This is an optimization exercise on Yosys and OpenROAD, whose aim is small area, a short achievable clock period and few clock cycles per item, not a production implementation. Where RTL was checked, it was by simulation tests only, not by an equivalence proof against the original. Power figures rest on the tool's default switching activity, not on a simulated workload.

==> module linear_probe_hash_set, before the edit <==
module linear_probe_hash_set (
   input  logic                                clock,
   input  logic                                reset,
   input  logic                                req_valid,
   output logic                                req_stall,
   input  logic [lphs_pkg::CMD_W-1:0]          req_cmd,
   input  logic [lphs_pkg::REQ_KEY_W-1:0]      req_key,
   output logic                                rsp_valid,
   input  logic                                rsp_stall,
   output logic [lphs_pkg::STATUS_W-1:0]       rsp_status,
   output logic [lphs_pkg::RSP_SLOT_W-1:0]     rsp_slot,
   output logic [lphs_pkg::RSP_COUNT_W-1:0]    rsp_count,
   input  logic                                psel,
   input  logic                                penable,
   input  logic                                pwrite,
   input  logic [lphs_pkg::CSR_ADDR_W-1:0]     paddr,
   input  logic [lphs_pkg::CSR_DATA_W-1:0]     pwdata,
   output logic [lphs_pkg::CSR_DATA_W-1:0]     prdata,
   output logic                                pready
);
   localparam int RW = lphs_pkg::STATUS_W + lphs_pkg::RSP_SLOT_W + lphs_pkg::RSP_COUNT_W;
   logic [lphs_pkg::MAX_W-1:0] max_q;
   logic                       accept;
   logic                       res_valid;
   localparam int XW = lphs_pkg::STATUS_W + lphs_pkg::SLOTS + lphs_pkg::RSP_COUNT_W;
   logic [XW-1:0]              res;
   assign pready = 1'b1;
   assign prdata = paddr[2] ? '0 : lphs_pkg::CSR_DATA_W'(max_q);
   always_ff @(posedge clock) begin
      if (reset) begin
         max_q <= lphs_pkg::MAX_ENTRIES_RESET;
      end else if (psel && penable && pwrite && !paddr[2]) begin
         max_q <= pwdata[lphs_pkg::MAX_W-1:0];
      end
   end
   logic          r_v, r_move, r_v_in;
   logic [XW-1:0] r_q;
   logic [RW-1:0] r_ans;
   logic [3:0]    r_slot;
   always_comb begin
      r_slot = '0;
      for (int s = 0; s < lphs_pkg::SLOTS; s++) begin
         r_slot = r_slot | ({4{r_q[lphs_pkg::RSP_COUNT_W + s]}} & 4'(s));
      end
   end
   assign r_ans = {r_q[XW-1 -: lphs_pkg::STATUS_W], r_slot, r_q[lphs_pkg::RSP_COUNT_W-1:0]};
   logic [RW-1:0] q_q [2];
   logic [1:0]    occ_q, occ_in;
   logic [1:0]    wsel;
   logic          pop, full_q;
   logic [2:0]    occ_x;
   assign rsp_valid = occ_q[0];
   assign pop       = occ_q[0] && !rsp_stall;
   assign occ_x     = {1'b0, occ_q};
   assign {rsp_status, rsp_slot, rsp_count} = q_q[0];
   assign r_move = r_v && (!occ_q[1] || pop);
   assign r_v_in = res_valid || (r_v && !r_move);
   always_comb begin
      for (int i = 0; i < 2; i++) begin
         wsel[i] = r_move && (pop ? (occ_x[i] && !occ_x[i+1])
                                  : (!occ_x[i] && (i == 0 || occ_x[i-1])));
      end
      occ_in = occ_q;
      if (r_move && !pop) begin
         occ_in = {occ_q[0], 1'b1};
      end else if (pop && !r_move) begin
         occ_in = {1'b0, occ_q[1]};
      end
   end
   assign req_stall = full_q && !pop;
   assign accept    = req_valid && !req_stall;
   always_ff @(posedge clock) begin
      if (reset) begin
         r_v    <= 1'b0;
         occ_q  <= '0;
         full_q <= 1'b0;
      end else begin
         r_v    <= r_v_in;
         occ_q  <= occ_in;
         full_q <= (occ_in[1] && (accept || r_v_in)) || (occ_in[0] && accept && r_v_in);
      end
   end
   always_ff @(posedge clock) begin
      if (res_valid) begin
         r_q <= res;
      end
      for (int i = 0; i < 2; i++) begin
         if (wsel[i]) begin
            q_q[i] <= r_ans;
         end else if (pop && i < 1) begin
            q_q[i] <= q_q[i+1];
         end
      end
   end
   lphs_datapath u_dp (
      .clock       (clock),
      .reset       (reset),
      .accept      (accept),
      .cmd         (req_cmd),
      .key         (req_key),
      .max_entries (max_q),
      .res_valid   (res_valid),
      .res_status  (res[XW-1 -: lphs_pkg::STATUS_W]),
      .res_sel     (res[lphs_pkg::RSP_COUNT_W +: lphs_pkg::SLOTS]),
      .res_count   (res[lphs_pkg::RSP_COUNT_W-1:0])
   );
endmodule
Settings: LEC_CHECK=0, ABC_CLOCK_PERIOD_IN_PS=2000, CAP_MARGIN=20, CORE_MARGIN=2, CORE_UTILIZATION=60, CTS_BUF_LIST=sky130_fd_sc_hd__clkbuf_8, CTS_CLUSTER_DIAMETER=60, CTS_CLUSTER_SIZE=16, SETUP_SLACK_MARGIN=3.4, SLEW_MARGIN=20; clock period 6.0 ns.
run.sh (not shown) runs the stock make flow with config.mk's settings and CLKGATE_MAP_FILE= SYNTH_SCRIPT=/design/flow/synth_recipe.tcl, a recipe that flattens the netlist after the stock synthesis.
The baseline passed the timing, design-rule and antenna checks.
Then changed:
--- a/flow/design.v
+++ b/flow/design.v
@@ -208,13 +208,13 @@
       if (r_move && !pop) begin
          occ_in = {occ_q[0], 1'b1};
       end else if (pop && !r_move) begin
          occ_in = {1'b0, occ_q[1]};
       end
    end
-   assign req_stall = full_q && !pop;
+   assign req_stall = full_q && rsp_stall;
    assign accept    = req_valid && !req_stall;
    always_ff @(posedge clock) begin
       if (reset) begin
          r_v    <= 1'b0;
          occ_q  <= '0;
          full_q <= 1'b0;
After rerunning: The changed run completed without violations; total power went down by 2.2%; via count went up by 0.47%; maximum frequency went up by 4.6%; count of clock-buffer cells in the layout went up by 3; clock power went down by about 6%; hold slack improved by 0.017 ns; first-iteration DRC count went down by 2.4%; cell count went down by 0.44%; design area went down by 1.7%; worst setup slack improved by 0.13 ns.
Testbench counts after the change, summed over its fixed seeds: cycles 2,424, items 2,400.
The RTL of the first run of this note was laid out without a check of its function.

Setup of the previous run:
The RTL this note starts from:
==> flow/design.v <==
`timescale 1ns / 1ps
package lphs_pkg;
   localparam int SLOTS       = 16;
   localparam int CMD_W       = 2;
   localparam int REQ_KEY_W   = 32;
   localparam int STATUS_W    = 2;
   localparam int RSP_SLOT_W  = 4;
   localparam int RSP_COUNT_W = 5;
   localparam int MAX_W       = 5;
   localparam int CSR_ADDR_W  = 3;
   localparam int CSR_DATA_W  = 32;
   localparam logic [MAX_W-1:0] MAX_ENTRIES_RESET = MAX_W'(SLOTS * 7 / 10);
   localparam logic [CMD_W-1:0] CMD_INSERT = 2'd0;
   localparam logic [CMD_W-1:0] CMD_REMOVE = 2'd1;
   localparam logic [CMD_W-1:0] CMD_FIND   = 2'd2;
   localparam logic [STATUS_W-1:0] ST_OK        = 2'd0;
   localparam logic [STATUS_W-1:0] ST_NOT_FOUND = 2'd1;
   localparam logic [STATUS_W-1:0] ST_FULL      = 2'd2;
endpackage
`timescale 1ns / 1ps
module lphs_datapath (
   input  logic                                clock,
   input  logic                                reset,
   input  logic                                accept,
   input  logic [lphs_pkg::CMD_W-1:0]          cmd,
   input  logic [lphs_pkg::REQ_KEY_W-1:0]      key,
   input  logic [lphs_pkg::MAX_W-1:0]          max_entries,
   output logic                                res_valid,
   output logic [lphs_pkg::STATUS_W-1:0]       res_status,
   output logic [lphs_pkg::SLOTS-1:0]          res_sel,
   output logic [lphs_pkg::RSP_COUNT_W-1:0]    res_count
);
   localparam int N = lphs_pkg::SLOTS;
   logic [31:0]  key_q [N];
   logic [N-1:0] used_q, empty_q;
   logic [4:0]   count_q;
   logic         v_q, ins_q, rem_q, rf_q;
   logic [31:0]  rkey_q;
   logic [N-1:0] eq_q;
   logic         eq_k;
   logic [N-1:0] eq_in;
   assign eq_k = (key == rkey_q);
   always_comb begin
      for (int s = 0; s < N; s++) begin
         eq_in[s] = used_q[s] ? (key == key_q[s]) : eq_k;
      end
   end
   function automatic logic [N:0] below_or(input logic [N-1:0] x);
      logic [N/4-1:0] g;
      logic [N/4:0]   gp;
      for (int i = 0; i < N/4; i++) begin
         g[i] = |x[4*i +: 4];
      end
      gp[0] = 1'b0;
      for (int i = 0; i < N/4; i++) begin
         gp[i+1] = |(g & (N/4)'((1 << (i + 1)) - 1));
      end
      for (int s = 0; s < N; s++) begin
         below_or[s] = gp[s/4] | (|(x[4*(s/4) +: 4] & 4'((1 << (s % 4)) - 1)));
      end
      below_or[N] = gp[N/4];
   endfunction
   function automatic logic [N-1:0] circ_first(input logic [N-1:0] v, input logic [N-1:0] m);
      logic [N:0] p_h, p_v;
      p_h = below_or(v & m);
      p_v = below_or(v);
      for (int s = 0; s < N; s++) begin
         circ_first[s] = v[s] & (m[s] ? !p_h[s] : !(p_h[N] | p_v[s]));
      end
   endfunction
   function automatic logic [N-1:0] circ_before(input logic [N-1:0] v, input logic [N-1:0] m);
      logic [N:0] p_h, p_v;
      p_h = below_or(v & m);
      p_v = below_or(v);
      for (int s = 0; s < N; s++) begin
         circ_before[s] = m[s] ? !p_h[s] : !(p_h[N] | p_v[s]);
      end
   endfunction
   logic [N-1:0] m_in, m_q, match, first_ins, first_rf, reach, sel;
   logic         any_free, at_limit, ins_ok, hit;
   logic [4:0]   cnt_inc, cnt_dec, count_next;
   always_comb begin
      for (int s = 0; s < N; s++) begin
         m_in[s] = (4'(s) >= key[3:0]);
      end
   end
   assign match     = used_q & eq_q;
   assign first_ins = circ_first(~used_q, m_q);
   assign first_rf  = circ_first(empty_q | match, m_q);
   assign reach     = circ_before(empty_q, m_q);
   assign any_free = !(&used_q);
   assign at_limit = (count_q >= max_entries) || count_q[4];
   assign ins_ok   = ins_q && !at_limit && any_free;
   assign hit      = rf_q && |(match & reach);
   assign sel = ({N{ins_ok}} & first_ins) | ({N{rf_q}} & used_q & first_rf);
   assign cnt_inc    = count_q + 5'd1;
   assign cnt_dec    = count_q - 5'd1;
   assign count_next = ins_ok ? cnt_inc : ((rem_q && hit) ? cnt_dec : count_q);
   always_ff @(posedge clock) begin
      if (reset) begin
         v_q     <= 1'b0;
         ins_q   <= 1'b0;
         rem_q   <= 1'b0;
         rf_q    <= 1'b0;
         used_q  <= '0;
         empty_q <= '1;
         count_q <= '0;
      end else begin
         v_q     <= accept;
         ins_q   <= accept && (cmd == lphs_pkg::CMD_INSERT);
         rem_q   <= accept && (cmd == lphs_pkg::CMD_REMOVE);
         rf_q    <= accept && (cmd == lphs_pkg::CMD_REMOVE || cmd == lphs_pkg::CMD_FIND);
         count_q <= count_next;
         for (int s = 0; s < N; s++) begin
            if (ins_ok && first_ins[s]) begin
               used_q[s]  <= 1'b1;
               empty_q[s] <= 1'b0;
            end else if (rem_q && first_rf[s]) begin
               used_q[s]  <= 1'b0;
            end
         end
      end
   end
   always_ff @(posedge clock) begin
      rkey_q <= key;
      m_q    <= m_in;
      eq_q   <= eq_in;
      for (int s = 0; s < N; s++) begin
         if (!used_q[s]) begin
            key_q[s] <= rkey_q;
         end
      end
   end
   assign res_valid  = v_q;
   assign res_status = (ins_q && !ins_ok) ? lphs_pkg::ST_FULL :
                       ((ins_q || hit) ? lphs_pkg::ST_OK : lphs_pkg::ST_NOT_FOUND);
   assign res_sel    = sel;
   assign res_count  = count_next;
endmodule
`timescale 1ns / 1ps
module linear_probe_hash_set (
   input  logic                                clock,
   input  logic                                reset,
   input  logic                                req_valid,
   output logic                                req_stall,
   input  logic [lphs_pkg::CMD_W-1:0]          req_cmd,
   input  logic [lphs_pkg::REQ_KEY_W-1:0]      req_key,
   output logic                                rsp_valid,
   input  logic                                rsp_stall,
   output logic [lphs_pkg::STATUS_W-1:0]       rsp_status,
   output logic [lphs_pkg::RSP_SLOT_W-1:0]     rsp_slot,
   output logic [lphs_pkg::RSP_COUNT_W-1:0]    rsp_count,
   input  logic                                psel,
   input  logic                                penable,
   input  logic                                pwrite,
   input  logic [lphs_pkg::CSR_ADDR_W-1:0]     paddr,
   input  logic [lphs_pkg::CSR_DATA_W-1:0]     pwdata,
   output logic [lphs_pkg::CSR_DATA_W-1:0]     prdata,
   output logic                                pready
);
   localparam int RW = lphs_pkg::STATUS_W + lphs_pkg::RSP_SLOT_W + lphs_pkg::RSP_COUNT_W;
   logic [lphs_pkg::MAX_W-1:0] max_q;
   logic                       accept;
   logic                       res_valid;
   localparam int XW = lphs_pkg::STATUS_W + lphs_pkg::SLOTS + lphs_pkg::RSP_COUNT_W;
   logic [XW-1:0]              res;
   assign pready = 1'b1;
   assign prdata = paddr[2] ? '0 : lphs_pkg::CSR_DATA_W'(max_q);
   always_ff @(posedge clock) begin
      if (reset) begin
         max_q <= lphs_pkg::MAX_ENTRIES_RESET;
      end else if (psel && penable && pwrite && !paddr[2]) begin
         max_q <= pwdata[lphs_pkg::MAX_W-1:0];
      end
   end
   logic          r_v, r_move, r_v_in;
   logic [XW-1:0] r_q;
   logic [RW-1:0] r_ans;
   logic [3:0]    r_slot;
   always_comb begin
      r_slot = '0;
      for (int s = 0; s < lphs_pkg::SLOTS; s++) begin
         r_slot = r_slot | ({4{r_q[lphs_pkg::RSP_COUNT_W + s]}} & 4'(s));
      end
   end
   assign r_ans = {r_q[XW-1 -: lphs_pkg::STATUS_W], r_slot, r_q[lphs_pkg::RSP_COUNT_W-1:0]};
   logic [RW-1:0] q_q [2];
   logic [1:0]    occ_q, occ_in;
   logic [1:0]    wsel;
   logic          pop, full_q;
   logic [2:0]    occ_x;
   assign rsp_valid = occ_q[0];
   assign pop       = occ_q[0] && !rsp_stall;
   assign occ_x     = {1'b0, occ_q};
   assign {rsp_status, rsp_slot, rsp_count} = q_q[0];
   assign r_move = r_v && (!occ_q[1] || pop);
   assign r_v_in = res_valid || (r_v && !r_move);
   always_comb begin
      for (int i = 0; i < 2; i++) begin
         wsel[i] = r_move && (pop ? (occ_x[i] && !occ_x[i+1])
                                  : (!occ_x[i] && (i == 0 || occ_x[i-1])));
      end
      occ_in = occ_q;
      if (r_move && !pop) begin
         occ_in = {occ_q[0], 1'b1};
      end else if (pop && !r_move) begin
         occ_in = {1'b0, occ_q[1]};
      end
   end
   assign req_stall = full_q && rsp_stall;
   assign accept    = req_valid && !req_stall;
   always_ff @(posedge clock) begin
      if (reset) begin
         r_v    <= 1'b0;
         occ_q  <= '0;
         full_q <= 1'b0;
      end else begin
         r_v    <= r_v_in;
         occ_q  <= occ_in;
         full_q <= (occ_in[1] && (accept || r_v_in)) || (occ_in[0] && accept && r_v_in);
      end
   end
   always_ff @(posedge clock) begin
      if (res_valid) begin
         r_q <= res;
      end
      for (int i = 0; i < 2; i++) begin
         if (wsel[i]) begin
            q_q[i] <= r_ans;
         end else if (pop && i < 1) begin
            q_q[i] <= q_q[i+1];
         end
      end
   end
   lphs_datapath u_dp (
      .clock       (clock),
      .reset       (reset),
      .accept      (accept),
      .cmd         (req_cmd),
      .key         (req_key),
      .max_entries (max_q),
      .res_valid   (res_valid),
      .res_status  (res[XW-1 -: lphs_pkg::STATUS_W]),
      .res_sel     (res[lphs_pkg::RSP_COUNT_W +: lphs_pkg::SLOTS]),
      .res_count   (res[lphs_pkg::RSP_COUNT_W-1:0])
   );
endmodule
clock: 6.0 ns
lec_check: 0
abc_clock_period_in_ps: 2000
cap_margin: 20
core_margin: 2
core_utilization: 60
cts_buf_list: sky130_fd_sc_hd__clkbuf_8
cts_cluster_diameter: 60
cts_cluster_size: 16
setup_slack_margin: 3.5
slew_margin: 20
Testbench counts of the previous run, summed over its fixed seeds: cycles 2,424, items 2,400.
#### Input delta (the current run over the previous run)
--- a/flow/design.v
+++ b/flow/design.v
@@ -43,37 +43,34 @@
    always_comb begin
       for (int s = 0; s < N; s++) begin
          eq_in[s] = used_q[s] ? (key == key_q[s]) : eq_k;
       end
    end
-   function automatic logic [N:0] below_or(input logic [N-1:0] x);
-      logic [N/4-1:0] g;
-      logic [N/4:0]   gp;
-      for (int i = 0; i < N/4; i++) begin
-         g[i] = |x[4*i +: 4];
-      end
-      gp[0] = 1'b0;
-      for (int i = 0; i < N/4; i++) begin
-         gp[i+1] = |(g & (N/4)'((1 << (i + 1)) - 1));
-      end
-      for (int s = 0; s < N; s++) begin
-         below_or[s] = gp[s/4] | (|(x[4*(s/4) +: 4] & 4'((1 << (s % 4)) - 1)));
-      end
-      below_or[N] = gp[N/4];
-   endfunction
    function automatic logic [N-1:0] circ_first(input logic [N-1:0] v, input logic [N-1:0] m);
-      logic [N:0] p_h, p_v;
-      p_h = below_or(v & m);
-      p_v = below_or(v);
+      logic [N-1:0] vh;
+      logic [N:0]   p_h, p_v;
+      vh     = v & m;
+      p_h[0] = 1'b0;
+      p_v[0] = 1'b0;
+      for (int s = 0; s < N; s++) begin
+         p_h[s+1] = p_h[s] | vh[s];
+         p_v[s+1] = p_v[s] | v[s];
+      end
       for (int s = 0; s < N; s++) begin
          circ_first[s] = v[s] & (m[s] ? !p_h[s] : !(p_h[N] | p_v[s]));
       end
    endfunction
    function automatic logic [N-1:0] circ_before(input logic [N-1:0] v, input logic [N-1:0] m);
-      logic [N:0] p_h, p_v;
-      p_h = below_or(v & m);
-      p_v = below_or(v);
+      logic [N-1:0] vh;
+      logic [N:0]   p_h, p_v;
+      vh     = v & m;
+      p_h[0] = 1'b0;
+      p_v[0] = 1'b0;
+      for (int s = 0; s < N; s++) begin
+         p_h[s+1] = p_h[s] | vh[s];
+         p_v[s+1] = p_v[s] | v[s];
+      end
       for (int s = 0; s < N; s++) begin
          circ_before[s] = m[s] ? !p_h[s] : !(p_h[N] | p_v[s]);
       end
    endfunction
    logic [N-1:0] m_in, m_q, match, first_ins, first_rf, reach, sel;
@@ -205,11 +202,11 @@
          occ_in = {occ_q[0], 1'b1};
       end else if (pop && !r_move) begin
          occ_in = {1'b0, occ_q[1]};
       end
    end
-   assign req_stall = full_q && rsp_stall;
+   assign req_stall = full_q && !pop;
    assign accept    = req_valid && !req_stall;
    always_ff @(posedge clock) begin
       if (reset) begin
          r_v    <= 1'b0;
          occ_q  <= '0;
==> comparison <==
[the current run vs the previous run] global routing usage on met2: lower in the current run. The current run vs. the previous run: signed area change from the synthesized netlist to the final layout went up 0.52 points; power stayed essentially flat; number of antenna violations at the first check in global routing shows an increase of 1; number of setup buffers added after CTS shows an increase of 7. From the previous run to the current run the numbers moved as follows: core utilization ~0 delta, floorplan die area -0.52%, share of the clock period used by the worst path +5.1 points.
The RTL of the current run was laid out without a check of its function.

[what the ideal ports hide]
The results above use ideal ports. As a check the final layouts listed here were re-extracted and re-timed, cells and wires unchanged.
Step 1 sets driving cells, clkbuf_16 on the clock port and buf_2 on the other inputs (assumed; they add their load-dependent delay and slew).
Step 2 also shifts input and output timing later by t, the mid clock arrival at the registers, as if the neighbouring blocks saw the same clock.
a / b / c = ideal / step 1 / step 2; a / b = the first two.
| run | shift t [ns] | slack for setup (ns) | worst setup path at the end | worst register clock-pin slew, ns |
|---|---|---|---|---|
| the first run of note 1 | 0.752 | 3.120 / 3.082 / 2.622 | input to register | 0.11 / 0.11 |
| the second run of note 1 | 0.749 | 3.247 / 3.194 / 2.657 | input to register | 0.11 / 0.11 |
| the previous run | 0.735 | 3.264 / 3.226 / 2.763 | input to register | 0.11 / 0.11 |
| the current run | 0.747 | 2.957 / 2.957 / 2.568 | input to register | 0.11 / 0.11 |
After both steps every run listed still meets setup and hold. The setup slack of the second run of note 1, which loses most, moves by -0.053 ns with the drivers and by -0.590 ns with both steps.
